What follows belongs to an exercise in optimizing a design on an open flow for small area and a short achievable clock period; a production flow would make more cautious choices. In this exercise RTL edits were held to simulation tests only and were not proved equivalent to the original. No activity file was given, so power comes from the tool's default toggle rates.

// quireDotApb
module quireDotApb (
  input  logic        clk,
  input  logic        rst,
  input  logic        psel,
  input  logic        penable,
  input  logic        pwrite,
  input  logic [7:0]  paddr,
  input  logic [31:0] pwdata,
  output logic [31:0] prdata,
  output logic        pready,
  output logic        pslverr
);
  localparam logic [7:0] RegOpA = 8'h00;
  localparam logic [7:0] RegOpB = 8'h04;
  localparam logic [7:0] RegCtrl = 8'h08;
  localparam logic [7:0] RegResult = 8'h0C;
  logic setup;
  logic hitA, hitB, hitC, hitR;
  logic rstQ, clrQ;
  logic wrA, wrB;
  logic accNext;
  logic [15:0] stg;
  logic [15:0] opA, opB;
  logic dNaR, dZero, dSign;
  logic [12:0] dSig;
  logic [6:0] dK;
  logic aNaR, aZero, aSign, bNaR, bZero, bSign;
  logic [12:0] aSig, bSig;
  logic [6:0] aK, bK;
  logic [40:0] prod;
  logic [2:0] shiftHi;
  logic neg, nar;
  logic [40:0] tProd;
  logic [7:0] tPlace;
  logic tNeg, tNaR;
  logic [127:0] quire;
  logic quireNaR;
  logic [15:0] result;
  logic [15:0] rdata;
  logic err;
  ...
export LEC_CHECK = 0
export ABC_AREA = 1
export CAP_MARGIN = 20
export CORE_MARGIN = 2
export CORE_UTILIZATION = 50
export PLACE_DENSITY = 0.65
export SLEW_MARGIN = 20
create_clock -name core_clock -period 22.0 [get_ports {clk}]
standard.sh (not shown) runs the stock make flow with config.mk's settings and CLKGATE_MAP_FILE= SYNTH_SCRIPT=/design/flow/synth_recipe.tcl, a recipe that flattens the netlist after the stock synthesis.
==> flow/flow/run.sh <==
#!/bin/bash
set -euo pipefail
bash standard.sh SETUP_SLACK_MARGIN=15.5 finish > standard.log 2>&1
==> next run, changes <==
==> flow/run.sh (new file) <==
#!/bin/bash
# synth_recipe.tcl (not shown) runs the flow's synth.tcl, then flattens the netlist and writes it again
# the make line also repeats each setting of config.mk as NAME=value (left out here)
make -C /OpenROAD-flow-scripts/flow DESIGN_CONFIG=/design/flow/config.mk WORK_HOME=/design/flow/orfs CLKGATE_MAP_FILE= SYNTH_SCRIPT=/design/flow/synth_recipe.tcl finish
--- a/flow/config.mk
+++ b/flow/config.mk
@@ -12,2 +12,3 @@
 export PLACE_DENSITY = 0.65
+export SETUP_SLACK_MARGIN = 0.5
 export SLEW_MARGIN = 20
removed: flow/flow/run.sh
removed: flow/standard.sh
What happened: Clock power is about the same. Sequential share of layout area came out higher by 0.73 points. Combinational power came out lower by 4.0%.

* * *

run C:
Another version of the RTL of quireDotApb (not shown whole).
Size in the first run: ~4600 cells after synthesis, roughly 300 flip-flops, ~79 I/O pins, roughly 31000 sq um of cells after synthesis.
Settings: LEC_CHECK=0, ABC_AREA=1, CAP_MARGIN=20, CORE_MARGIN=2, CORE_UTILIZATION=50, PLACE_DENSITY=0.65, SLEW_MARGIN=20; clock period 22.0 ns.
==> flow/flow/run.sh <==
#!/bin/bash
set -euo pipefail
bash standard.sh SETUP_SLACK_MARGIN=15.3 finish > standard.log 2>&1
Modified inputs, run E compared to run C
- SETUP_SLACK_MARGIN newly set to 0.5
==> flow/run.sh (new file) <==
#!/bin/bash
# synth_recipe.tcl (not shown) runs the flow's synth.tcl, then flattens the netlist and writes it again
# the make line also repeats each setting of config.mk as NAME=value (left out here)
make -C /OpenROAD-flow-scripts/flow DESIGN_CONFIG=/design/flow/config.mk WORK_HOME=/design/flow/orfs CLKGATE_MAP_FILE= SYNTH_SCRIPT=/design/flow/synth_recipe.tcl finish
removed: flow/flow/run.sh
removed: flow/standard.sh
==> results.txt <==
Summary of run E over run C: register-to-register slack now smaller, hold slack comparable. What run C reported for maximum frequency has to be multiplied by 0.870 to get the figure for run E.

* * *

quireDotApb, a different RTL version from the one above (not shown whole).
For scale: ~300 flip-flops, roughly 31000 um^2 of cells after synthesis.
## quireDotApb
module quireDotApb (
  input  logic        clk,
  input  logic        rst,
  input  logic        psel,
  input  logic        penable,
  input  logic        pwrite,
  input  logic [7:0]  paddr,
  input  logic [31:0] pwdata,
  output logic [31:0] prdata,
  output logic        pready,
  output logic        pslverr
);
clock: 22.0 ns
lec_check: 0
abc_area: 1
cap_margin: 20
core_margin: 2
core_utilization: 65
cts_buf_list: sky130_fd_sc_hd__clkbuf_4 sky130_fd_sc_hd__clkbuf_8
place_density: 0.8
slew_margin: 20
==> flow/flow/run.sh <==
#!/bin/bash
set -euo pipefail
bash standard.sh SETUP_SLACK_MARGIN=16.2 "BUFFER_PORTS_ARGS=-buffer_cell sky130_fd_sc_hd__buf_2" finish > standard.log 2>&1
==> next run, changes <==
==> flow/flow/run.sh (replaced) <==
#!/bin/bash
set -euo pipefail
bash standard.sh SETUP_SLACK_MARGIN=16.4 "BUFFER_PORTS_ARGS=-buffer_cell sky130_fd_sc_hd__buf_2" finish > standard.log 2>&1
CTS_BUF_LIST = not set   (was sky130_fd_sc_hd__clkbuf_4 sky130_fd_sc_hd__clkbuf_8)
What happened: Global-route usage goes up by 0.76 points. Setup slack gets worse by 0.075 ns. Power grows by 1.1%. Synthesized cell count does not change. Cell area came out higher by 1.9%. Cell count is about the same. Clock skew barely changes. Critical path depth came out higher by 1. Non-clock buffer count increases by 35.

-- afterwards: timing with drivers on the ports --
How much do the figures lean on ideal ports? The routed layouts below were timed once more, with nothing changed but the port constraints.
Step 1 sets driving cells, clkbuf_16 on the clock port and buf_2 on the other inputs (assumed; they add their load-dependent delay and slew).
Step 2, shift: input delay + t, output delay - t, t = (earliest + latest rising clock arrival at the registers) / 2. This alone moves slack from input paths to output paths.
a / b / c = ideal ports / drivers / drivers and shift; a / b = the first two.
run | t, ns | setup slack, ns | slew at the worst register clock pin (ns)
the first run of note 1 | 0.603 | 15.703 / 15.703 / 15.146 | 0.07 / 0.07
the second run of note 1 | 0.603 | 14.280 / 14.280 / 14.280 | 0.07 / 0.07
run C | 0.629 | 15.781 / 15.781 / 15.298 | 0.06 / 0.06
run E | 0.629 | 14.855 / 14.855 / 14.855 | 0.07 / 0.07
the first run of note 3 | 0.697 | 16.299 / 16.299 / 15.661 | 0.07 / 0.07
the second run of note 3 | 0.626 | 16.224 / 16.224 / 15.929 | 0.07 / 0.07
After both steps every run listed still meets setup and hold. The setup slack of the first run of note 3, which loses most, moves by 0.000 ns with the drivers and by -0.638 ns with both steps.
